Context: an optimization exercise on an open-source flow, tuned for small area, a short achievable clock period and few clock cycles per item. The choices shown serve that exercise and are no tape-out recipe.
No functional check of the RTL was part of any run shown here.
Power and IR drop assume default switching activity.

==> design/flow/flow/run.sh <==
#!/bin/bash
# Standard layout, with clock tree synthesis told not to add dummy loads and
# the port buffers started from the smallest buffer.
set -euo pipefail
export CTS_ARGS="-sink_clustering_enable -repair_clock_nets -dont_use_dummy_load -sink_clustering_size 24 -sink_clustering_max_diameter 60"
export BUFFER_PORTS_ARGS="-buffer_cell sky130_fd_sc_hd__buf_1"
bash standard.sh > standard.log 2>&1
==> design/flow/standard.sh <==
#!/bin/bash
# synth_recipe.tcl (not shown) runs the flow's synth.tcl, then flattens the netlist and writes it again
# the make line also repeats each setting of config.mk as NAME=value (left out here)
make -C /OpenROAD-flow-scripts/flow DESIGN_CONFIG=/design/flow/config.mk WORK_HOME=/design/flow/orfs CLKGATE_MAP_FILE= SYNTH_SCRIPT=/design/flow/synth_recipe.tcl "${@:-finish}"
==> design/flow/config.mk <==
export PLATFORM = sky130hd
export DESIGN_NAME = lru_key_value_cache
export DESIGN_NICKNAME = lru_key_value_cache
export VERILOG_FILES = /design/flow/design.v
export SDC_FILE = /design/flow/constraint.sdc
export NUM_CORES = 4
export LEC_CHECK = 0
export CAP_MARGIN = 20
export CORE_MARGIN = 2
export CORE_UTILIZATION = 60
export CTS_CLUSTER_DIAMETER = 60
export CTS_CLUSTER_SIZE = 24
export SETUP_SLACK_MARGIN = 4.0
export SLEW_MARGIN = 20
==> design/flow/constraint.sdc <==
create_clock -name core_clock -period 6.5 [get_ports {clk}]
set_input_delay 1.3000 -clock core_clock [delete_from_list [all_inputs] [get_ports {clk}]]
set_output_delay 1.3000 -clock core_clock [all_outputs]
set_load 0.01 [all_outputs]
==> design/flow/design.v <==
`default_nettype none
package lkvc_pkg;
  localparam int MAX_ENTRIES_DEF = 16;
  localparam int KEY_W = 32;
  localparam int VAL_W = 32;
  localparam int CAP_W = 5;
  localparam logic [CAP_W-1:0] CAP_RESET = 5'd16;
  localparam logic OP_GET = 1'b0;
  localparam logic OP_PUT = 1'b1;
  localparam logic [VAL_W-1:0] MISS_VALUE = 32'hFFFF_FFFF;
  localparam logic [VAL_W-1:0] PUT_VALUE = 32'h0000_0000;
endpackage
`default_nettype wire
`default_nettype none
import lkvc_pkg::*;
module lru_key_value_cache #(
  parameter int MAX_ENTRIES = MAX_ENTRIES_DEF
) (
  input  wire                     clk,
  input  wire                     rst_n,
  input  wire                     start,
  output logic                    busy,
  input  wire                     in_opcode,
  input  wire  signed [KEY_W-1:0] in_key,
  input  wire  signed [VAL_W-1:0] in_value,
  output logic                    out_strobe,
  output logic                    out_hit,
  output logic signed [VAL_W-1:0] out_read_value,
  input  wire                     cfg_we,
  input  wire         [CAP_W-1:0] cfg_wdata
);
  localparam int N = MAX_ENTRIES;
  logic [CAP_W-1:0] cap_r;
  logic [N-1:0]     valid_r;      
  logic             full_r;
  logic             s1_vld_r;
  logic             s1_op_r;
  logic [KEY_W-1:0] s1_key_r;
  logic [VAL_W-1:0] s1_val_r;
  logic [N-1:0]     s1_eq_r;      
  logic             s1_same_r;    
  logic [N-1:0]     wr_prev_r;    
  logic             s2_vld_r;
  logic             s2_op_r;
  logic [KEY_W-1:0] s2_key_r;
  logic [VAL_W-1:0] s2_val_r;
  logic [N-1:0]     s2_match_r;   
  logic             s2_found_r;   
  logic [KEY_W-1:0] key_r [N];
  logic [VAL_W-1:0] val_r [N];
  logic             newer_r [N][N];
  logic             res_vld_r;
  logic             res_hit_r;
  logic [VAL_W-1:0] res_val_r;
  assign busy = 1'b0;
  logic [N-1:0]     cap_sel;
  logic [VAL_W-1:0] rd_val;
  always_comb begin
    for (int i = 0; i < N; i++) begin
      cap_sel[i] = (cap_r == CAP_W'(i + 1)) || (i == 0 && cap_r == '0) ||
                   (i == N - 1 && cap_r > CAP_W'(N));
    end
    rd_val = '0;
    for (int i = 0; i < N; i++) begin
      rd_val = rd_val | (val_r[i] & {VAL_W{s2_match_r[i]}});
    end
  end
  logic [N-1:0] valid, victim, free, miss_slot, slot, upd, wr;
  logic         s2_put, s2_wrote, s2_putmiss, do_ins;
  always_comb begin
    valid = valid_r;
    for (int i = 0; i < N; i++) begin
      logic v;
      v = valid_r[i];
      for (int j = 0; j < N; j++) begin
        if (j < i) begin
          v = v && newer_r[j][i];
        end else if (j > i) begin
          v = v && (!valid_r[j] || !newer_r[i][j]);
        end
      end
      victim[i] = v;
      free[i] = !valid_r[i] && ((i == 0) ? 1'b1 : valid_r[i-1]);
    end
    miss_slot = full_r ? victim : free;
    s2_put     = s2_op_r == OP_PUT;
    s2_wrote   = s2_vld_r && s2_put;
    s2_putmiss = s2_wrote && !s2_found_r;
    do_ins     = s2_putmiss && !full_r;
    slot = s2_found_r ? s2_match_r : miss_slot;
    upd  = slot & {N{s2_vld_r && (s2_found_r || s2_put)}};
    wr   = slot & {N{s2_wrote}};
  end
  logic [N-1:0] valid_nxt;
  logic         newer_nxt [N][N];
  logic         full_nxt;
  always_comb begin
    for (int i = 0; i < N; i++) begin
      for (int j = i + 1; j < N; j++) begin
        newer_nxt[i][j] = upd[i] || (newer_r[i][j] && !upd[j]);
      end
    end
    valid_nxt = do_ins ? {valid_r[N-2:0], 1'b1} : valid_r;
    full_nxt  = |(valid_nxt & cap_sel);
  end
  logic [N-1:0] s0_eq;
  logic         s0_same;
  always_comb begin
    for (int i = 0; i < N; i++) begin
      s0_eq[i] = key_r[i] == in_key;
    end
    s0_same = in_key == s2_key_r;
  end
  logic [N-1:0] s1_eq, s1_keep, s1_match, s1_match_fix;
  logic         s1_same, s1_found, s1_fwd;
  always_comb begin
    s1_eq = (s1_eq_r & ~wr_prev_r) | (wr_prev_r & {N{s1_same_r}});
    for (int i = 0; i < N; i++) begin
      s1_keep[i] = valid[i] && !(s2_putmiss && miss_slot[i]);
    end
    s1_match = s1_eq & s1_keep;
    s1_same  = (s1_key_r == s2_key_r);
    s1_fwd   = s2_wrote && s1_same;
    s1_found = s1_fwd || (|s1_match);
    s1_match_fix = s1_fwd ? slot : s1_match;
  end
  always_ff @(posedge clk) begin
    if (!rst_n) begin
      s1_vld_r  <= 1'b0;
      s2_vld_r  <= 1'b0;
      res_vld_r <= 1'b0;
      cap_r     <= CAP_RESET;
      valid_r   <= '0;
      full_r    <= 1'b0;
    end else begin
      s1_vld_r  <= start;
      s2_vld_r  <= s1_vld_r;
      res_vld_r <= s2_vld_r;
      if (cfg_we) begin
        cap_r <= cfg_wdata;
      end
      valid_r <= valid_nxt;
      full_r <= full_nxt;
    end
  end
  always_ff @(posedge clk) begin
    s1_op_r    <= in_opcode;
    s1_key_r   <= in_key;
    s1_val_r   <= in_value;
    s1_eq_r    <= s0_eq;
    s1_same_r  <= s0_same;
    wr_prev_r  <= wr;
    s2_op_r    <= s1_op_r;
    s2_key_r   <= s1_key_r;
    s2_val_r   <= s1_val_r;
    s2_match_r <= s1_match_fix;
    s2_found_r <= s1_found;
    for (int i = 0; i < N; i++) begin
      if (wr[i]) begin
        val_r[i] <= s2_val_r;
      end
      if (wr[i] && !s2_found_r) begin
        key_r[i] <= s2_key_r;
      end
      for (int j = i + 1; j < N; j++) begin
        newer_r[i][j] <= newer_nxt[i][j];
      end
    end
    res_hit_r <= s2_found_r;
    if (s2_put) begin
      res_val_r <= PUT_VALUE;
    end else if (s2_found_r) begin
      res_val_r <= rd_val;
    end else begin
      res_val_r <= MISS_VALUE;
    end
  end
  assign out_strobe     = res_vld_r;
  assign out_hit        = res_hit_r;
  assign out_read_value = res_val_r;
endmodule
`default_nettype wire
==> run_results.csv, run 1 <==
group,metric,value,unit
worst_setup_path,cp-end-kind,"flop",
route,first_iter_violations,4245,
cells_and_area,diodes,0,
worst_setup_path,cpMaxStageDelayCell,"or4_4",
global_route,grt_pass1_wl,209000,um
sta,worst_slew_pin_slew,1220,ps
clocking,cts_sinks,1382,
worst_setup_path,max_stage_delay,570,ps
floorplan,num_rows,107,
place,dp_hpwl,80700,um
sta,period_share,40.3,%
floorplan,io_pins,109,
floorplan,die_h,296,um
route,viasPerCell,6.59,
sta,drv_slew,0,
logic_synthesis,yosysUniqueCellTypes,64,
logic_synthesis,syn_avg_cell_area,15.5,um2
route,wl,153000,um
floorplan,dieArea,87700,um2
logic_synthesis,postSynth.asyncResetShare,0,%
global_route,grt-ovfl-total,0,
route,wl_per_cell,33.1,um
cells_and_area,nFillCells,5930,
logic_synthesis,ys.flop_type,"edfxtp_1",
cells_and_area,final_common_cell,"edfxtp_1",
logic_synthesis,syn_nets,3382,
cells_and_area,multiInputGateArea,13000,um2
worst_setup_path,reg2reg_depth,8,
worst_setup_path,critPathMostFrequentCell,"buf_12",
power_and_ir_drop,p_per_area,269,nW/um2
worst_hold_path,worstHoldPathType,"reg -> reg",
worst_hold_path,hold_depth,0,
worst_setup_path,path_class,"reg -> reg",
place,io_buffers,107,
place,placed_cell_area,53200,um2
logic_synthesis,syn_area,51200,um2
global_route,antenna_found_initial,4,
power_and_ir_drop,peakVddDrop,0.224,mV
sta,fin_crit,2620,ps
cells_and_area,seqCellArea,38000,um2
logic_synthesis,yosys_register_bits,1382,
run,max-cap-violations,0,
worst_setup_path,worstPathArrival,2970,ps
sta,hold_viol,0,
logic_synthesis,yosysWarnings,5,
sta,fmax,382,MHz
logic_synthesis,yosysSeqAreaShare,74.0,%
sta,grt_setup_unrepaired,"true",
sta,setup_tns,0,ps
worst_setup_path,cp_num_buf_inv,3,
logic_synthesis,yosys.area.top_type,"edfxtp_1",
logic_synthesis,synth_edf_count,1024,
route,drc,0,
route,via_count,30600,
route,ant_nets,0,
run_status,status,"timing/DRC/antenna clean",
cells_and_area,fin_area,57100,um2
clocking,clock_path_buffers,3,
worst_setup_path,path_depth,8,
power_and_ir_drop,leakage,0.0195,uW
floorplan,fp.dieW,296,um
cells_and_area,area_growth,11.5,%
worst_setup_path,crit_family,"simple AND/OR/NAND/NOR gates",
sta,max_slew_margin,18.9,%
worst_setup_path,critPathLaunchType,"flop",
worst_setup_path,cp_max_fo,35,
clocking,root_buffer,"clkbuf_16",
clocking,cts_made_buffers,90,
clocking,clkSlewWorstSetupHoldPaths,90,ps
worst_setup_path,crit_chain,"buf_12, nand4_1, or4_4, o21ai_4, mux2i_1, nor2_4, buf_12, clkbuf_16",
logic_synthesis,syn-instance-count,3308,
sta,setup_viol_count_final,0,
power_and_ir_drop,p_total,15400,uW
sta,hold-worst-slack,302,ps
cells_and_area,layout.nets,3568,
logic_synthesis,synth_area_leaders,"edfxtp_1 60%, dfxtp_1 14%, xor2_1 9.3%",
place,gp_congestion,0.942,
floorplan,core_area,84900,um2
worst_setup_path,required,6850,ps
cells_and_area,mostFrequentLayoutCells,"1024 x edfxtp_1, 545 x xor2_1, 322 x dfxtp_1",
global_route,grt_start_max_net_pins,68,
route,first_pass_iters,9,
clocking,clk_latency,680,ps
cells_and_area,drive_gt1_share,11.9,%
floorplan,initial_core_util,60.4,%
logic_synthesis,synth_top_area_share,60.0,%
clocking,cts_tree,"done",
sta,fin_skew,78.8,ps
clocking,hold_buffers,0,
global_route,grtUsageTotal,34.1,%
clocking,htree_num_levels,3,
global_route,first_global_vias,29500,
worst reg2reg max path, stage by stage, from the launching register on:
cell and delay [ps]:
dfxtp_1 370, buf_12 220, nand4_1 150, or4_4 570, o21ai_4 210, mux2i_1 170
nor2_4 230, buf_12 150, clkbuf_16 230
synthesized netlist by cell type, types with 8 or more instances:
cell      number
nand2_1      114
nand2b_1      20
a21o_1       104
nand3_1       49
dfxtp_1      358
mux2i_1       25
a222oi_1      37
a31oi_1       33
nor3_1         9
o21ai_0       16
buf_2         27
o21a_1         8
a22oi_1      233
inv_1          8
a21oi_1       15
nor3b_1       15
mux2_2         9
nor2_1        96
nor2b_1       15
clkbuf_1     158
nor4_1       143
buf_4         10
xnor2_1       31
xor2_1       545
o31ai_1       12
edfxtp_1    1024
nand4_1      111
repair_timing:
item | in CTS | in global routing
endpoints found under the setup margin | 1198 | 702
buffers inserted | 36 | 31
pin swaps | 25 | 18
hold endpoints to repair | 0 | 0
gates resized for setup | 112 | 52
gates cloned | 8 | 10
metal layers:
metal,vias up,part of all wire [%],GRT usage [%]
met4,2,4.6,13.2
met2,1807,48,57.3
met1,15600,38,45.0
met5,-,0.0046,0.388
met3,349,9.4,5.18
li1,12800,-,-
registers in the layout (all words and copies together) (netlist names), 5 cells and up:
register    flops
s2_key_r       32
s2_val_r       32
s1_key_r       32
newer_r       120
key_r         512
s2_match_r     16
cap_r           5
wr_prev_r      16
val_r         512
valid_r        16
s1_eq_r        16
s1_val_r       32
res_val_r      32
through the flow:
stage | cells | setup slack, ps | util (%)
after floorplan | 3308 | 3520 | -
after global placement | 4461 | 3080 | 62.7
after detailed placement | 4461 | 3070 | 62.7
after CTS | 4595 | 3770 | 66.5
after global routing | 4636 | 3830 | 67.3
final | 4636 | 3880 | 67.3
power by group:
part / internal, uW / total, uW / switching [uW] / leakage, uW
clock: 2450 / 5130 / 2690 / 0.00111
sequential: 9550 / 9660 / 110 / 0.0122
combinational: 182 / 588 / 406 / 0.00621
cell families after synthesis:
kind of cell	synth area share, %
buffers and inverters	1.73
and+or+nand+nor	6.52
muxes	0.686
xor gates and xnor gates	9.85
other	0.00732
DFF	74.0
AOI/OAI and AO/OA	7.21
path summary, 6_finish.rpt:
check	slack (ps)	to	start
hold reg to reg	300	s2_val_r[24]	s1_val_r[24]
setup / recovery	3880	val_r[15][14]	full_r
hold / removal	300	s2_val_r[24]	s1_val_r[24]
setup reg to reg	3880	val_r[15][14]	full_r
cell type report:
class / count / area share, %
clock buffers: 90 / 3.94
flip-flops and latches: 1382 / 66.5
well taps: 1144 / 2.50
repair buffers: 282 / 4.21
multi-input cells: 1730 / 22.8
inverters: 8 / 0.0525
==> run 2: changes to the inputs <==
--- a/design/flow/config.mk
+++ b/design/flow/config.mk
@@ -10,5 +10,6 @@
 export CORE_UTILIZATION = 60
 export CTS_CLUSTER_DIAMETER = 60
 export CTS_CLUSTER_SIZE = 24
+export PLACE_DENSITY = 0.72
 export SETUP_SLACK_MARGIN = 4.0
 export SLEW_MARGIN = 20
==> run_results.csv, run 2 <==
group,metric,value,unit
run_status,status,"timing/DRC/antenna clean",
clocking,cts_sinks,1382,
worst_setup_path,max_stage_delay,470,ps
cells_and_area,final_common_cell,"edfxtp_1",
worst_setup_path,cp_max_fo,11,
logic_synthesis,synth_top_area_share,60.0,%
place,dp_hpwl,80400,um
logic_synthesis,ys.flop_type,"edfxtp_1",
clocking,root_buffer,"clkbuf_16",
global_route,grtUsageTotal,33.9,%
floorplan,num_rows,107,
global_route,grt_pass1_wl,210000,um
place,gp_congestion,0.991,
route,viasPerCell,6.74,
worst_hold_path,hold_depth,0,
power_and_ir_drop,p_total,15300,uW
sta,setup_viol_count_final,0,
worst_setup_path,path_depth,6,
cells_and_area,mostFrequentLayoutCells,"1024 x edfxtp_1, 545 x xor2_1, 327 x dfxtp_1",
clocking,htree_num_levels,3,
logic_synthesis,syn_area,51200,um2
clocking,clk_latency,690,ps
sta,setup_tns,0,ps
logic_synthesis,yosys.area.top_type,"edfxtp_1",
sta,fin_crit,2570,ps
worst_setup_path,worstPathArrival,3110,ps
sta,grt_setup_unrepaired,"true",
logic_synthesis,yosysWarnings,5,
sta,period_share,39.5,%
clocking,cts_tree,"done",
worst_hold_path,worstHoldPathType,"reg -> reg",
floorplan,die_h,296,um
logic_synthesis,yosys_register_bits,1382,
logic_synthesis,synth_edf_count,1024,
worst_setup_path,crit_family,"simple AND/OR/NAND/NOR gates",
floorplan,core_area,84900,um2
global_route,grt-ovfl-total,0,
clocking,clock_path_buffers,3,
sta,fin_skew,84.6,ps
logic_synthesis,synthTopCellsByCount,"1024 x edfxtp_1, 545 x xor2_1, 358 x dfxtp_1",
route,wl,153000,um
global_route,grt_start_max_net_pins,43,
floorplan,fp.dieW,296,um
logic_synthesis,synth_area_leaders,"edfxtp_1 60%, dfxtp_1 14%, xor2_1 9.3%",
floorplan,initial_core_util,60.4,%
cells_and_area,reg.largest.list,"key_r: 512 flops, val_r: 512 flops, newer_r: 120 flops",
sta,worst_slew_pin_slew,1160,ps
clocking,hold_buffers,0,
logic_synthesis,postSynth.asyncResetShare,0,%
cells_and_area,stdcell_count,4628,
global_route,antenna_found_initial,6,
power_and_ir_drop,peakVddDrop,0.253,mV
sta,drv_slew,0,
route,wl_per_cell,33.0,um
sta,fmax,390,MHz
cells_and_area,drive_gt1_share,12.2,%
route,drc,0,
global_route,first_global_vias,30100,
sta,hold_viol,0,
floorplan,dieArea,87700,um2
route,ant_nets,0,
route,first_pass_iters,7,
worst_setup_path,critPathLaunchType,"primary input",
worst_setup_path,required,7040,ps
logic_synthesis,synthMostInstantiatedCell,"edfxtp_1",
sta,max_slew_margin,22.3,%
logic_synthesis,syn_avg_cell_area,15.5,um2
cells_and_area,layout.nets,3559,
place,place_inst,4460,
worst_setup_path,cp_num_buf_inv,2,
power_and_ir_drop,p_per_area,268,nW/um2
place,io_buffers,107,
route,first_iter_violations,4968,
power_and_ir_drop,leakage,0.0195,uW
clocking,cts_made_buffers,86,
cells_and_area,area_growth,11.3,%
worst_setup_path,cpMaxStageDelayCell,"nand4_1",
worst_setup_path,cp-end-kind,"flop",
logic_synthesis,yosysUniqueCellTypes,64,
floorplan,io_pins,109,
route,via_count,31200,
logic_synthesis,syn_nets,3382,
logic_synthesis,yosysSeqAreaShare,74.0,%
run,max-cap-violations,0,
worst_setup_path,crit_chain,"buf_2, buf_6, xor2_1, nor4_1, nand4_1, nor2_1",
logic_synthesis,syn-instance-count,3308,
worst_setup_path,reg2reg_depth,4,
clocking,clkSlewWorstSetupHoldPaths,90,ps
worst_setup_path,path_class,"in -> reg",
run 2: changes by cell type in the layout (fill, tap and decap cells not counted), sizes merged, moves of 2 or more:
cell,previous run,this run
nor2,104,106
o21a,12,15
clkdlybuf4s15,2,4
clkbuf,97,102
buf,273,250
and2,7,9
run 2: final cells by class:
cell class,count,area (um2)
repair buffers,271,2250
clock buffers,86,2150
multi-input cells,1736,13200
diodes,1,2.50
well taps,1144,1430
flip-flops and latches,1382,38000
inverters,8,30.0
fillers,5765,27900
run 2: repair_timing:
item	4_1_cts	5_1_grt
endpoints found under the setup margin	1188	723
pin swaps	23	17
resized for setup	131	58
buffers inserted	35	24
cloned	10	12
run 2: cells by family (layout without fill, tap and decap cells):
group	after synthesis	count (layout)	share of synthesized area (%)
flops	1382	1382	74.0
mux	34	34	0.686
compound gates	493	500	7.21
simple gates	613	625	6.52
buf+inv	209	365	1.73
other cells	1	2	0.00732
xor+xnor	576	576	9.85
run 2: path summary, 6_finish.rpt:
check | slack, ps | endpoint | start
max | 3930 | s1_eq_r[8] | in_key[27]
min | 310 | s2_val_r[27] | s1_val_r[27]
max reg2reg | 3970 | val_r[4][18] | valid_r[3]
min reg2reg | 310 | s2_val_r[27] | s1_val_r[27]
run 2: stage by stage:
step           util [%]  worst slack [ps]  hold WS (ps)  instance area, um2
2_1_floorplan         -              3520           310               51500
3_3_place_gp       62.7              2790           310               53200
3_5_place_dp       62.7              2860           312               53200
4_1_cts            66.4              3880           288               56400
5_1_grt            67.2              3990           309               57000
6_report           67.2              3930           308               57000
run 2: report_power, final:
| group | total [uW] | leakage [uW] | switching (uW) | internal (uW) |
|---|---|---|---|---|
| Clock | 5010 | 0.00106 | 2670 | 2340 |
| Sequential | 9660 | 0.0122 | 111 | 9540 |
| Combinational | 618 | 0.00622 | 429 | 189 |
| Total | 15300 | 0.0195 | 3210 | 12100 |
run 2: routing by layer:
| layer | wire (um) | part of all wire (%) | GRT usage (%) |
|---|---|---|---|
| met5 | 10 | 0.0065 | 0 |
| met2 | 72800 | 48 | 55.9 |
| met3 | 18100 | 12 | 6.48 |
| met1 | 53100 | 35 | 43.8 |
| met4 | 8800 | 5.8 | 15.5 |
==> run 3: changes to the inputs <==
--- a/design/flow/design.v
+++ b/design/flow/design.v
@@ -45,6 +45,7 @@
   logic [KEY_W-1:0] s2_key_r;
   logic [VAL_W-1:0] s2_val_r;
   logic [N-1:0]     s2_match_r;   
+  logic [N-1:0]     s2_rd_r;      
   logic             s2_found_r;   
   logic [KEY_W-1:0] key_r [N];
   logic [VAL_W-1:0] val_r [N];
@@ -62,27 +63,16 @@
     end
     rd_val = '0;
     for (int i = 0; i < N; i++) begin
-      rd_val = rd_val | (val_r[i] & {VAL_W{s2_match_r[i]}});
+      rd_val = rd_val | (val_r[i] & {VAL_W{s2_rd_r[i]}});
     end
   end
-  logic [N-1:0] valid, victim, free, miss_slot, slot, upd, wr;
+  logic [N-1:0] victim_r;       
+  logic [N-1:0] free_r;         
+  logic [N-1:0] valid, miss_slot, slot, upd, wr;
   logic         s2_put, s2_wrote, s2_putmiss, do_ins;
   always_comb begin
     valid = valid_r;
-    for (int i = 0; i < N; i++) begin
-      logic v;
-      v = valid_r[i];
-      for (int j = 0; j < N; j++) begin
-        if (j < i) begin
-          v = v && newer_r[j][i];
-        end else if (j > i) begin
-          v = v && (!valid_r[j] || !newer_r[i][j]);
-        end
-      end
-      victim[i] = v;
-      free[i] = !valid_r[i] && ((i == 0) ? 1'b1 : valid_r[i-1]);
-    end
-    miss_slot = full_r ? victim : free;
+    miss_slot = full_r ? victim_r : free_r;
     s2_put     = s2_op_r == OP_PUT;
     s2_wrote   = s2_vld_r && s2_put;
     s2_putmiss = s2_wrote && !s2_found_r;
@@ -91,9 +81,9 @@
     upd  = slot & {N{s2_vld_r && (s2_found_r || s2_put)}};
     wr   = slot & {N{s2_wrote}};
   end
-  logic [N-1:0] valid_nxt;
+  logic [N-1:0] valid_nxt, second, victim_nxt;
   logic         newer_nxt [N][N];
-  logic         full_nxt;
+  logic         full_nxt, victim_used;
   always_comb begin
     for (int i = 0; i < N; i++) begin
       for (int j = i + 1; j < N; j++) begin
@@ -102,6 +92,24 @@
     end
     valid_nxt = do_ins ? {valid_r[N-2:0], 1'b1} : valid_r;
     full_nxt  = |(valid_nxt & cap_sel);
+    for (int i = 0; i < N; i++) begin
+      logic v;
+      v = valid_r[i] && !victim_r[i];
+      for (int j = 0; j < N; j++) begin
+        if (j < i) begin
+          v = v && (newer_r[j][i] || victim_r[j]);
+        end else if (j > i) begin
+          v = v && (!valid_r[j] || !newer_r[i][j] || victim_r[j]);
+        end
+      end
+      second[i] = v;
+    end
+    victim_used = |(upd & victim_r);
+    if (victim_used) begin
+      victim_nxt = second | (victim_r & {N{!valid_r[1]}});
+    end else begin
+      victim_nxt = victim_r | (upd & {N{!valid_r[0]}});
+    end
   end
   logic [N-1:0] s0_eq;
   logic         s0_same;
@@ -131,7 +139,9 @@
       res_vld_r <= 1'b0;
       cap_r     <= CAP_RESET;
       valid_r   <= '0;
+      free_r    <= N'(1);
       full_r    <= 1'b0;
+      victim_r  <= '0;
     end else begin
       s1_vld_r  <= start;
       s2_vld_r  <= s1_vld_r;
@@ -140,7 +150,11 @@
         cap_r <= cfg_wdata;
       end
       valid_r <= valid_nxt;
+      if (do_ins) begin
+        free_r <= {free_r[N-2:0], 1'b0};
+      end
       full_r <= full_nxt;
+      victim_r <= victim_nxt;
     end
   end
   always_ff @(posedge clk) begin
@@ -154,6 +168,7 @@
     s2_key_r   <= s1_key_r;
     s2_val_r   <= s1_val_r;
     s2_match_r <= s1_match_fix;
+    s2_rd_r    <= s1_match_fix & {N{s1_op_r == OP_GET}};
     s2_found_r <= s1_found;
     for (int i = 0; i < N; i++) begin
       if (wr[i]) begin
==> run_results.csv, run 3 <==
group,metric,value,unit
global_route,grt_pass1_wl,221000,um
logic_synthesis,yosysUniqueCellTypes,59,
place,dp_hpwl,87500,um
logic_synthesis,synth_edf_count,1024,
floorplan,core_area,88200,um2
floorplan,dieArea,91200,um2
route,wl_per_cell,31.8,um
clocking,clock_path_buffers,3,
route,via_count,32400,
run,max-cap-violations,0,
worst_setup_path,required,7060,ps
logic_synthesis,synthMostInstantiatedCell,"edfxtp_1",
logic_synthesis,yosysWarnings,5,
floorplan,initial_core_util,60.4,%
cells_and_area,layout.nets,3822,
sta,hold_viol,0,
logic_synthesis,syn_nets,3678,
route,wl,156000,um
sta,worst_slew_pin_slew,918,ps
logic_synthesis,ys.flop_type,"edfxtp_1",
logic_synthesis,yosys_register_bits,1430,
clocking,clkSlewWorstSetupHoldPaths,90,ps
clocking,htree_num_levels,3,
global_route,first_global_vias,31900,
floorplan,num_rows,109,
sta,period_share,39.8,%
clocking,cts_sinks,1430,
worst_setup_path,cp-end-kind,"flop",
cells_and_area,reg.largest.list,"key_r: 512 flops, val_r: 512 flops, newer_r: 120 flops",
power_and_ir_drop,leakage,0.0200,uW
logic_synthesis,syn_avg_cell_area,14.8,um2
cells_and_area,fin_util,66.1,%
global_route,grt_start_max_net_pins,42,
logic_synthesis,syn-instance-count,3604,
logic_synthesis,syn_area,53300,um2
sta,max_slew_margin,38.7,%
global_route,antenna_found_initial,8,
logic_synthesis,synthTopCellsByCount,"1024 x edfxtp_1, 549 x xor2_1, 406 x dfxtp_1",
worst_hold_path,worstHoldPathType,"reg -> reg",
logic_synthesis,synth_top_area_share,57.7,%
sta,final.setup.worst_slack,3910,ps
cells_and_area,mostFrequentLayoutCells,"1024 x edfxtp_1, 549 x xor2_1, 378 x dfxtp_1",
cells_and_area,nFillCells,6144,
cells_and_area,final_common_cell,"edfxtp_1",
worst_setup_path,path_class,"reg -> reg",
place,gp_congestion,0.926,
sta,grt_setup_unrepaired,"true",
route,drc,0,
floorplan,io_pins,109,
global_route,grtUsageTotal,34.0,%
floorplan,fp.dieW,302,um
place,dp_slack,2670,ps
clocking,cts_tree,"done",
logic_synthesis,yosys.area.top_type,"edfxtp_1",
sta,drv_slew,0,
worst_setup_path,cp_max_fo,8,
clocking,clk_latency,690,ps
worst_setup_path,critPathLaunchType,"flop",
logic_synthesis,yosysSeqAreaShare,73.0,%
power_and_ir_drop,p_per_area,270,nW/um2
logic_synthesis,postSynth.asyncResetShare,0,%
floorplan,die_h,302,um
power_and_ir_drop,peakVddDrop,0.327,mV
clocking,cts_made_buffers,90,
route,first_iter_violations,4487,
route,first_pass_iters,7,
cells_and_area,drive_gt1_share,10.7,%
clocking,root_buffer,"clkbuf_16",
route,ant_nets,0,
worst_setup_path,worstPathArrival,3150,ps
place,io_buffers,107,
sta,fin_skew,79.2,ps
sta,setup_viol_count_final,0,
cells_and_area,area_growth,9.47,%
global_route,grt-ovfl-total,0,
sta,fin_crit,2590,ps
route,viasPerCell,6.60,
sta,setup_tns,0,ps
run_status,status,"timing/DRC/antenna clean",
sta,fmax,386,MHz
logic_synthesis,synth_area_leaders,"edfxtp_1 58%, dfxtp_1 15%, xor2_1 9.0%",
## run 3: changes by cell type after synthesis, sizes merged, moves of 25 or more
cell | previous run | this run
a21o | 104 | 1
and2 | 6 | 36
buf | 43 | 18
dfxtp | 358 | 406
mux2 | 9 | 40
nand2 | 116 | 346
nand4 | 111 | 84
o22ai | 6 | 42
## run 3: layout make-up
class	count	area, um2	share of cell area [%]
Sequential cell	1430	38900	66.8
Multi-Input combinational cell	1974	13900	23.8
Clock buffer	90	2250	3.86
Timing Repair Buffer	241	1740	2.98
Tap cell	1165	1460	2.50
Inverter	11	41.3	0.0708
Antenna cell	4	10.0	0.0172
## run 3: power breakdown
part           total [uW]  leakage [uW]  internal, uW  switching, uW
registers            9990        0.0126          9840            146
logic                 548       0.00638           177            371
clock network        5230       0.00111          2450           2780
## run 3: stage by stage
step | hold slack [ps] | area [um2] | std cells | power, uW
3_3_place_gp | 310 | 55200 | 4780 | 10700
5_1_grt | 304 | 58300 | 4911 | 16100
6_report | 297 | 58300 | 4915 | 15800
2_1_floorplan | 310 | 53400 | 3604 | 10400
4_1_cts | 299 | 57900 | 4889 | 15800
3_5_place_dp | 312 | 55200 | 4780 | 10700
## run 3: per-layer routing
metal,global-route usage (%),vias to the layer above,routed length [um]
met4,16.6,6,8540
met2,56.0,2093,75500
li1,-,13600,-
met1,44.3,16300,57200
met3,5.52,446,15000
met5,0,-,40
## run 3: cells by family (layout without fill, tap and decap cells)
kind of cell / after synthesis / count (layout) / share of synthesized area (%)
AO/OA/AOI/OAI: 480 / 480 / 6.75
XOR/XNOR: 576 / 576 / 9.47
buffers and inverters: 209 / 342 / 1.56
AND/OR/NAND/NOR: 831 / 840 / 7.63
multiplexers: 77 / 77 / 1.59
flip-flops: 1430 / 1430 / 73.0
other: 1 / 5 / 0.00704
## run 3: worst paths after layout
check	start	to	slack, ps	cells after the start
worst max register to register	s2_found_r	victim_r[4]	3910	10
worst max-delay path	s2_found_r	victim_r[4]	3910	10
worst min-delay path	s1_val_r[17]	s2_val_r[17]	300	0
worst min register to register	s1_val_r[17]	s2_val_r[17]	300	0
## run 3: repair_timing
item,CTS,global route
hold endpoints to repair,0,0
endpoints found under the setup margin,1118,79
pin swaps,13,23
gates cloned,13,3
resized for setup,100,46
hold buffers,0,0
setup buffers,6,19
## run 3: critical path: stages (launching register included)
cell and delay [ps]:
dfxtp_4 380, buf_16 150, or2_4 290, buf_6 130, o211ai_1 180, nand4_1 200, o41ai_4 390, buf_6 200
buf_12 170, mux2i_1 200, o221a_2 190
==> run 4: changes to the inputs <==
==> design/flow/flow/run.sh (replaced) <==
#!/bin/bash
# Standard layout, with clock tree synthesis told not to add dummy loads and
# the port buffers started from the smallest buffer.
set -euo pipefail
export CTS_ARGS="-sink_clustering_enable -repair_clock_nets -dont_use_dummy_load -sink_clustering_size 16 -sink_clustering_max_diameter 45 -buf_list sky130_fd_sc_hd__clkbuf_8 -root_buf sky130_fd_sc_hd__clkbuf_16"
export BUFFER_PORTS_ARGS="-buffer_cell sky130_fd_sc_hd__buf_1"
bash standard.sh > standard.log 2>&1
--- a/design/flow/config.mk
+++ b/design/flow/config.mk
@@ -8,8 +8,8 @@
 export CAP_MARGIN = 20
 export CORE_MARGIN = 2
 export CORE_UTILIZATION = 60
-export CTS_CLUSTER_DIAMETER = 60
-export CTS_CLUSTER_SIZE = 24
+export CTS_CLUSTER_DIAMETER = 45
+export CTS_CLUSTER_SIZE = 16
 export PLACE_DENSITY = 0.72
 export SETUP_SLACK_MARGIN = 4.0
 export SLEW_MARGIN = 20
==> run_results.csv, run 4 <==
group,metric,value,unit
floorplan,initial_core_util,60.4,%
logic_synthesis,synth_edf_count,1024,
worst_setup_path,path_depth,11,
cells_and_area,drive_gt1_share,12.1,%
global_route,use_met3,6.44,%
floorplan,num_rows,109,
worst_setup_path,critPathMostFrequentCell,"buf_6",
clocking,cts_sinks,1430,
sta,max_slew_margin,37.0,%
route,viasPerCell,6.59,
power_and_ir_drop,p_per_area,263,nW/um2
global_route,met1_usage,44.5,%
run,max-cap-violations,0,
global_route,grt_pass1_wl,223000,um
route,ant_nets,0,
worst_setup_path,cp-end-kind,"flop",
sta,fmax,390,MHz
place,dp_slack,2670,ps
sta,drv_slew,0,
worst_setup_path,max_stage_delay,370,ps
cells_and_area,final_common_cell,"edfxtp_1",
clocking,clkSlewWorstSetupHoldPaths,100,ps
worst_setup_path,crit_chain,"buf_16, or2_4, buf_6, buf_4, o211ai_1, nand4_1, o41ai_4, buf_6, buf_12, mux2i_1, o221a_2",
global_route,antenna_found_initial,7,
logic_synthesis,yosys_register_bits,1430,
logic_synthesis,synth_area_leaders,"edfxtp_1 58%, dfxtp_1 15%, xor2_1 9.0%",
worst_setup_path,required,7110,ps
cells_and_area,fin_area,58000,um2
route,wl_per_cell,31.8,um
cells_and_area,reg.largest.list,"key_r: 512 flops, val_r: 512 flops, newer_r: 120 flops",
logic_synthesis,syn_avg_cell_area,14.8,um2
worst_setup_path,crit_end,"victim_r[4]",
clocking,cts_tree,"done",
clocking,clock_path_buffers,3,
power_and_ir_drop,leakage,0.0200,uW
logic_synthesis,synthTopCellsByCount,"1024 x edfxtp_1, 549 x xor2_1, 406 x dfxtp_1",
place,dp_hpwl,87500,um
logic_synthesis,yosys.area.top_type,"edfxtp_1",
floorplan,dieArea,91200,um2
cells_and_area,fin_util,65.8,%
sta,grt_setup_unrepaired,"true",
cells_and_area,seqCellArea,39000,um2
global_route,grt-ovfl-total,0,
worst_hold_path,worstHoldPathType,"reg -> reg",
cells_and_area,nFillCells,6192,
logic_synthesis,yosysWarnings,5,
clocking,hold_buffers,0,
clocking,htree_num_levels,4,
clocking,root_buffer,"clkbuf_16",
sta,setup_viol_count_final,0,
clocking,cts_made_buffers,138,
power_and_ir_drop,peakVddDrop,0.241,mV
global_route,grt_start_max_net_pins,42,
cells_and_area,mostFrequentLayoutCells,"1024 x edfxtp_1, 549 x xor2_1, 374 x dfxtp_1",
place,io_buffers,107,
worst_setup_path,regToRegSetupSlack,3930,ps
route,first_iter_violations,4342,
run_status,status,"timing/DRC/antenna clean",
sta,fin_skew,85.6,ps
logic_synthesis,syn-instance-count,3604,
worst_setup_path,crit_family,"buffers and inverters",
sta,setup_tns,0,ps
floorplan,fp.dieW,302,um
logic_synthesis,synth_top_area_share,57.7,%
logic_synthesis,postSynth.asyncResetShare,0,%
clocking,clk_latency,740,ps
worst_setup_path,critPathLaunchType,"flop",
worst_setup_path,r2r_end,"victim_r[4]",
sta,worst_slew_pin_slew,936,ps
cells_and_area,area_growth,8.94,%
route,via_count,32700,
route,first_pass_iters,7,
worst_setup_path,path_class,"reg -> reg",
sta,period_share,39.5,%
global_route,first_global_vias,32300,
route,wl,158000,um
global_route,busiest_layer,"met2",
floorplan,die_h,302,um
cells_and_area,multiInputGateArea,13900,um2
route,drc,0,
worst_setup_path,cpMaxStageDelayCell,"dfxtp_4",
global_route,use_met2,56.2,%
global_route,grtUsageTotal,34.4,%
floorplan,io_pins,109,
logic_synthesis,synthMostInstantiatedCell,"edfxtp_1",
worst_setup_path,worstPathArrival,3180,ps
sta,hold_viol,0,
sta,fin_crit,2570,ps
logic_synthesis,ys.flop_type,"edfxtp_1",
place,placed_cell_area,55200,um2
worst_setup_path,reg2reg_depth,11,
place,gp_congestion,0.926,
logic_synthesis,yosysUniqueCellTypes,59,
logic_synthesis,syn_nets,3678,
logic_synthesis,syn_area,53300,um2
logic_synthesis,yosysSeqAreaShare,73.0,%
worst_setup_path,cp_num_buf_inv,5,
cells_and_area,layout.nets,3871,
floorplan,core_area,88200,um2
power_and_ir_drop,p_total,15200,uW
worst_setup_path,crit_start,"s2_found_r",
worst_setup_path,r2r_start,"s2_found_r",
worst_setup_path,cp_max_fo,8,
sta,final.setup.worst_slack,3930,ps
-- run 4: cell counts after synthesis --
Identical to the previous run, type by type.
-- run 4: layout make-up --
class	instances	area share [%]
multi-input combinational	1973	23.9
tap	1165	2.51
sequential	1430	67.1
clock buffer	138	3.29
antenna	1	0.00431
inverter	11	0.0712
timing repair buffer	243	3.11
-- run 4: power breakdown --
part	leakage, uW	internal [uW]	switching, uW
combinational	0.00642	179	373
sequential	0.0126	9840	146
clock	0.000997	1910	2790
total	0.0200	11900	3310
-- run 4: worst min-delay path by stage --
stage	startpoint	to	slack [ps]	depth (start not counted)
2_1_floorplan	s1_val_r[0]	s2_val_r[0]	310	0
3_3_place_gp	s1_val_r[24]	s2_val_r[24]	310	0
3_5_place_dp	s1_val_r[0]	s2_val_r[0]	310	0
4_1_cts	s1_key_r[18]	s2_key_r[18]	320	0
5_1_grt	s1_key_r[18]	s2_key_r[18]	320	0
6_report	s1_key_r[18]	s2_key_r[18]	320	0
-- run 4: routing by layer --
| metal | up-vias | part of all wire, % | wire, um |
|---|---|---|---|
| met5 | - | 0.031 | 49 |
| li1 | 13700 | - | - |
| met3 | 454 | 10 | 16300 |
| met1 | 16400 | 36 | 57300 |
| met4 | 8 | 5.4 | 8500 |
| met2 | 2190 | 48 | 75600 |
-- run 4: logic make-up after synthesis --
| kind of cell | Yosys count | synth area share, % |
|---|---|---|
| simple gates | 831 | 7.63 |
| buf+inv | 209 | 1.56 |
| xor+xnor | 576 | 9.47 |
| mux | 77 | 1.59 |
| compound gates | 480 | 6.75 |
| flops | 1430 | 73.0 |
| other cells | 1 | 0.00704 |
-- run 4: timing repair --
action / 4_1_cts / 5_1_grt
setup buffers: 16 / 11
cloned: 12 / 3
resized for setup: 131 / 33
pin swaps: 14 / 17
setup endpoints to repair: 1141 / 86
-- run 4: per-stage QoR --
step           instances  hold slack [ps]
3_5_place_dp        4780              312
5_1_grt             4961              320
3_3_place_gp        4780              310
6_report            4961              325
2_1_floorplan       3604              310
4_1_cts             4946              322
==> run 5: changes to the inputs <==
--- a/design/flow/design.v
+++ b/design/flow/design.v
@@ -45,8 +45,9 @@
   logic [KEY_W-1:0] s2_key_r;
   logic [VAL_W-1:0] s2_val_r;
   logic [N-1:0]     s2_match_r;   
-  logic [N-1:0]     s2_rd_r;      
   logic             s2_found_r;   
+  logic             s2_pm_r;      
+  logic             s2_hit_r;     
   logic [KEY_W-1:0] key_r [N];
   logic [VAL_W-1:0] val_r [N];
   logic             newer_r [N][N];
@@ -63,22 +64,24 @@
     end
     rd_val = '0;
     for (int i = 0; i < N; i++) begin
-      rd_val = rd_val | (val_r[i] & {VAL_W{s2_rd_r[i]}});
+      rd_val = rd_val | (val_r[i] & {VAL_W{s2_match_r[i]}});
     end
   end
   logic [N-1:0] victim_r;       
-  logic [N-1:0] free_r;         
-  logic [N-1:0] valid, miss_slot, slot, upd, wr;
+  logic [N-1:0] valid, free, miss_slot, slot, upd, wr;
   logic         s2_put, s2_wrote, s2_putmiss, do_ins;
   always_comb begin
     valid = valid_r;
-    miss_slot = full_r ? victim_r : free_r;
+    for (int i = 0; i < N; i++) begin
+      free[i] = !valid_r[i] && ((i == 0) ? 1'b1 : valid_r[i-1]);
+    end
+    miss_slot = full_r ? victim_r : free;
     s2_put     = s2_op_r == OP_PUT;
     s2_wrote   = s2_vld_r && s2_put;
-    s2_putmiss = s2_wrote && !s2_found_r;
+    s2_putmiss = s2_pm_r;
     do_ins     = s2_putmiss && !full_r;
     slot = s2_found_r ? s2_match_r : miss_slot;
-    upd  = slot & {N{s2_vld_r && (s2_found_r || s2_put)}};
+    upd  = (s2_match_r & {N{s2_hit_r}}) | (miss_slot & {N{s2_pm_r}});
     wr   = slot & {N{s2_wrote}};
   end
   logic [N-1:0] valid_nxt, second, victim_nxt;
@@ -104,11 +107,11 @@
       end
       second[i] = v;
     end
-    victim_used = |(upd & victim_r);
+    victim_used = (s2_hit_r && |(s2_match_r & victim_r)) || (s2_pm_r && full_r);
     if (victim_used) begin
       victim_nxt = second | (victim_r & {N{!valid_r[1]}});
     end else begin
-      victim_nxt = victim_r | (upd & {N{!valid_r[0]}});
+      victim_nxt = victim_r | N'(do_ins && !valid_r[0]);
     end
   end
   logic [N-1:0] s0_eq;
@@ -136,23 +139,23 @@
     if (!rst_n) begin
       s1_vld_r  <= 1'b0;
       s2_vld_r  <= 1'b0;
+      s2_pm_r   <= 1'b0;
+      s2_hit_r  <= 1'b0;
       res_vld_r <= 1'b0;
       cap_r     <= CAP_RESET;
       valid_r   <= '0;
-      free_r    <= N'(1);
       full_r    <= 1'b0;
       victim_r  <= '0;
     end else begin
       s1_vld_r  <= start;
       s2_vld_r  <= s1_vld_r;
+      s2_pm_r   <= s1_vld_r && (s1_op_r == OP_PUT) && !s1_found;
+      s2_hit_r  <= s1_vld_r && s1_found;
       res_vld_r <= s2_vld_r;
       if (cfg_we) begin
         cap_r <= cfg_wdata;
       end
       valid_r <= valid_nxt;
-      if (do_ins) begin
-        free_r <= {free_r[N-2:0], 1'b0};
-      end
       full_r <= full_nxt;
       victim_r <= victim_nxt;
     end
@@ -168,13 +171,12 @@
     s2_key_r   <= s1_key_r;
     s2_val_r   <= s1_val_r;
     s2_match_r <= s1_match_fix;
-    s2_rd_r    <= s1_match_fix & {N{s1_op_r == OP_GET}};
     s2_found_r <= s1_found;
     for (int i = 0; i < N; i++) begin
       if (wr[i]) begin
         val_r[i] <= s2_val_r;
       end
-      if (wr[i] && !s2_found_r) begin
+      if (miss_slot[i] && s2_putmiss) begin
         key_r[i] <= s2_key_r;
       end
       for (int j = i + 1; j < N; j++) begin
==> design/flow/flow/run.sh (replaced) <==
#!/bin/bash
# Standard layout, with clock tree synthesis told not to add dummy loads and
# the port buffers started from the smallest buffer.
set -euo pipefail
export CTS_ARGS="-sink_clustering_enable -repair_clock_nets -dont_use_dummy_load -sink_clustering_size 24 -sink_clustering_max_diameter 60"
export BUFFER_PORTS_ARGS="-buffer_cell sky130_fd_sc_hd__buf_1"
bash standard.sh > standard.log 2>&1
--- a/design/flow/config.mk
+++ b/design/flow/config.mk
@@ -8,8 +8,8 @@
 export CAP_MARGIN = 20
 export CORE_MARGIN = 2
 export CORE_UTILIZATION = 60
-export CTS_CLUSTER_DIAMETER = 45
-export CTS_CLUSTER_SIZE = 16
+export CTS_CLUSTER_DIAMETER = 60
+export CTS_CLUSTER_SIZE = 24
 export PLACE_DENSITY = 0.72
 export SETUP_SLACK_MARGIN = 4.0
 export SLEW_MARGIN = 20
==> run_results.csv, run 5 <==
group,metric,value,unit
worst_setup_path,cp_num_buf_inv,2,
clocking,cts_tree,"done",
clocking,htree_num_levels,3,
route,routed-wl-met2,73800,um
worst_setup_path,crit_chain,"clkdlybuf4s15_2, buf_4, xor2_1, nor4_1, nand4_1, nor2_1",
logic_synthesis,yosysWarnings,5,
floorplan,die_h,299,um
sta,fin_skew,72.0,ps
logic_synthesis,yosys_register_bits,1400,
worst_setup_path,cp_max_fo,10,
logic_synthesis,synth_top_area_share,59.0,%
sta,fmax,404,MHz
worst_setup_path,required,7060,ps
sta,fin_crit,2470,ps
floorplan,dieArea,89200,um2
logic_synthesis,syn_area,52100,um2
sta,setup_viol_count_final,0,
worst_setup_path,worstPathArrival,3040,ps
power_and_ir_drop,leakage,0.0195,uW
route,drc,0,
power_and_ir_drop,p_per_area,274,nW/um2
cells_and_area,drive_gt1_share,10.4,%
sta,worst_slew_pin_slew,970,ps
power_and_ir_drop,internal_power,12400,uW
clocking,root_buffer,"clkbuf_16",
worst_setup_path,max_stage_delay,530,ps
logic_synthesis,postSynth.asyncResetShare,0,%
route,dr_wl_met3,17200,um
place,gp_congestion,0.911,
worst_setup_path,cpMaxStageDelayCell,"clkdlybuf4s15_2",
cells_and_area,nFillCells,5968,
power_and_ir_drop,p_switching,3300,uW
clocking,cts_sinks,1400,
cells_and_area,area_growth,10.2,%
route,viasPerCell,6.66,
worst_setup_path,critPathLaunchType,"primary input",
floorplan,core_area,86300,um2
route,wl_per_cell,32.7,um
sta,period_share,38.1,%
power_and_ir_drop,p_seq_share,62.1,%
power_and_ir_drop,power_frac_comb,3.8,%
worst_hold_path,worstHoldPathType,"reg -> reg",
place,dp_hpwl,86500,um
route,wl_met1,58600,um
cells_and_area,mostFrequentLayoutCells,"1024 x edfxtp_1, 545 x xor2_1, 347 x dfxtp_1",
global_route,grt_start_max_net_pins,53,
power_and_ir_drop,peakVddDrop,0.296,mV
clocking,clk_latency,700,ps
clocking,hold_buffers,0,
route,via_count,31800,
logic_synthesis,yosys.area.top_type,"edfxtp_1",
global_route,first_global_vias,30900,
cells_and_area,layout.nets,3689,
sta,max_slew_margin,35.2,%
clocking,cts_made_buffers,96,
global_route,grt_pass1_wl,220000,um
power_and_ir_drop,p_total,15700,uW
place,io_buffers,107,
floorplan,io_pins,109,
worst_setup_path,cp-end-kind,"flop",
route,wl,156000,um
route,first_iter_violations,4539,
logic_synthesis,syn-instance-count,3461,
sta,setup_tns,0,ps
floorplan,initial_core_util,60.3,%
logic_synthesis,syn_avg_cell_area,15.0,um2
floorplan,fp.dieW,299,um
cells_and_area,reg.largest.list,"key_r: 512 flops, val_r: 512 flops, newer_r: 120 flops",
power_and_ir_drop,p_sw_share,21.0,%
floorplan,num_rows,108,
global_route,antenna_found_initial,6,
logic_synthesis,synthTopCellsByCount,"1024 x edfxtp_1, 545 x xor2_1, 376 x dfxtp_1",
cells_and_area,stdcell_count,4771,
worst_setup_path,regToRegSetupSlack,4050,ps
power_and_ir_drop,clockPowerShare,34.1,%
global_route,grtUsageTotal,34.7,%
cells_and_area,multiInputGateArea,13500,um2
run_status,status,"timing/DRC/antenna clean",
logic_synthesis,synth_edf_count,1024,
clocking,clock_path_buffers,3,
sta,hold_viol,0,
sta,drv_slew,0,
clocking,clkSlewWorstSetupHoldPaths,80,ps
route,ant_nets,0,
cells_and_area,final_common_cell,"edfxtp_1",
logic_synthesis,syn_nets,3535,
worst_setup_path,crit_family,"buffers and inverters",
place,place_inst,4647,
logic_synthesis,ys.flop_type,"edfxtp_1",
logic_synthesis,synthMostInstantiatedCell,"edfxtp_1",
worst_setup_path,path_class,"in -> reg",
run,max-cap-violations,0,
logic_synthesis,synth_area_leaders,"edfxtp_1 59%, dfxtp_1 14%, xor2_1 9.2%",
logic_synthesis,yosysUniqueCellTypes,56,
logic_synthesis,yosysSeqAreaShare,73.5,%
cells_and_area,seqCellArea,38300,um2
route,top_layer,"met5",
route,first_pass_iters,6,
sta,grt_setup_unrepaired,"true",
global_route,grt-ovfl-total,0,
-- run 5: changes by cell type after synthesis, sizes merged, moves of 16 or more --
cell,change
nand2,-79
buf,+54
clkbuf,-47
o21ai,+44
nand3,+38
and2,-32
dfxtp,-30
a21o,+28
mux2,-23
a21oi,-19
nor2,-18
o211ai,-18
mux2i,+16
o21a,-16
-- run 5: layout make-up --
class                           count  area share, %
Sequential cell                  1400           66.8
Multi-Input combinational cell   1858           23.5
Clock buffer                       96           4.19
Timing Repair Buffer              254           3.01
Tap cell                         1155           2.52
Inverter                            5         0.0327
Antenna cell                        3         0.0131
-- run 5: layer usage --
metal / GRT usage [%] / up-vias
li1: - / 13200
met4: 13.6 / 4
met1: 48.0 / 16000
met5: 0 / -
met3: 5.49 / 342
met2: 55.8 / 2164
-- run 5: power by group through the flow --
stage	clock network [uW]	registers, uW	logic [uW]
3_5_place_dp	0	9970	567
5_1_grt	5700	9780	612
6_report	5370	9770	592
4_1_cts	5400	9770	577
2_1_floorplan	0	9950	283
3_3_place_gp	0	9960	559
-- run 5: final timing paths --
check          startpoint      endpoint  cells after the start
max             in_key[4]   s1_eq_r[13]                      6
min          s1_val_r[17]  s2_val_r[17]                      0
max reg2reg  victim_r[10]      s2_hit_r                      6
min reg2reg  s1_val_r[17]  s2_val_r[17]                      0
-- run 5: stage by stage --
stage	setup WS [ps]	hold slack [ps]	utilization [%]	area, um2
final	4030	311	66.4	57400
after global routing	3920	320	66.4	57400
after CTS	3990	317	66.1	57100
after detailed placement	2860	312	63.0	54400
after global placement	2680	310	62.9	54300
after floorplan	4000	310	-	52200
-- run 5: cells by family (layout without fill, tap and decap cells) --
| kind of cell | count (synthesis) | in the layout | share of synthesized area, % |
|---|---|---|---|
| AO/OA/AOI/OAI | 492 | 498 | 6.94 |
| XOR/XNOR | 576 | 576 | 9.69 |
| buffers and inverters | 210 | 355 | 1.71 |
| flip-flops | 1400 | 1400 | 73.5 |
| multiplexers | 70 | 70 | 1.43 |
| other | 1 | 4 | 0.00720 |
| AND/OR/NAND/NOR | 712 | 713 | 6.73 |
-- run 5: worst reg2reg max path: cells and delay by family, from the launching register on --
kind	cells	cell delay, ps
flip-flops	1	840
AND/OR/NAND/NOR	6	1550
-- run 5: timing repair --
action | in CTS | in global routing
gates cloned | 7 | 0
hold endpoints to repair | 0 | 0
gates resized for setup | 52 | 18
setup buffers | 3 | 15
setup endpoints to repair | 1164 | 229
pin swaps | 8 | 2

what the ideal ports hide:
How much do the figures lean on ideal ports? The routed layouts below were timed once more, with nothing changed but the port constraints. Step 1: set_driving_cell puts a clkbuf_16 on clk and a buf_2 on each other input, an assumption about the parent block. Step 2, shift: input delay + t, output delay - t, t = (earliest + latest rising clock arrival at the registers) / 2. This alone moves slack from input paths to output paths. Three values: ideal ports, drivers, drivers and shift; two values: the first two.
run | t (ns) | setup WS [ns] | slew at the worst register clock pin (ns) | cell pins on the clock port's net
run 1 | 0.708 | 3.882 / 3.882 / 3.310 | 0.09 / 0.09 | 1
run 2 | 0.711 | 3.935 / 3.963 / 3.267 | 0.09 / 0.09 | 1
run 3 | 0.709 | 3.912 / 3.912 / 3.292 | 0.10 / 0.10 | 1
run 4 | 0.760 | 3.933 / 3.899 / 3.249 | 0.10 / 0.10 | 1
run 5 | 0.732 | 4.025 / 3.958 / 3.344 | 0.09 / 0.09 | 1
After both steps every run listed still meets setup and hold. The setup slack of run 4, which loses most, moves by -0.034 ns with the drivers and by -0.684 ns with both steps.
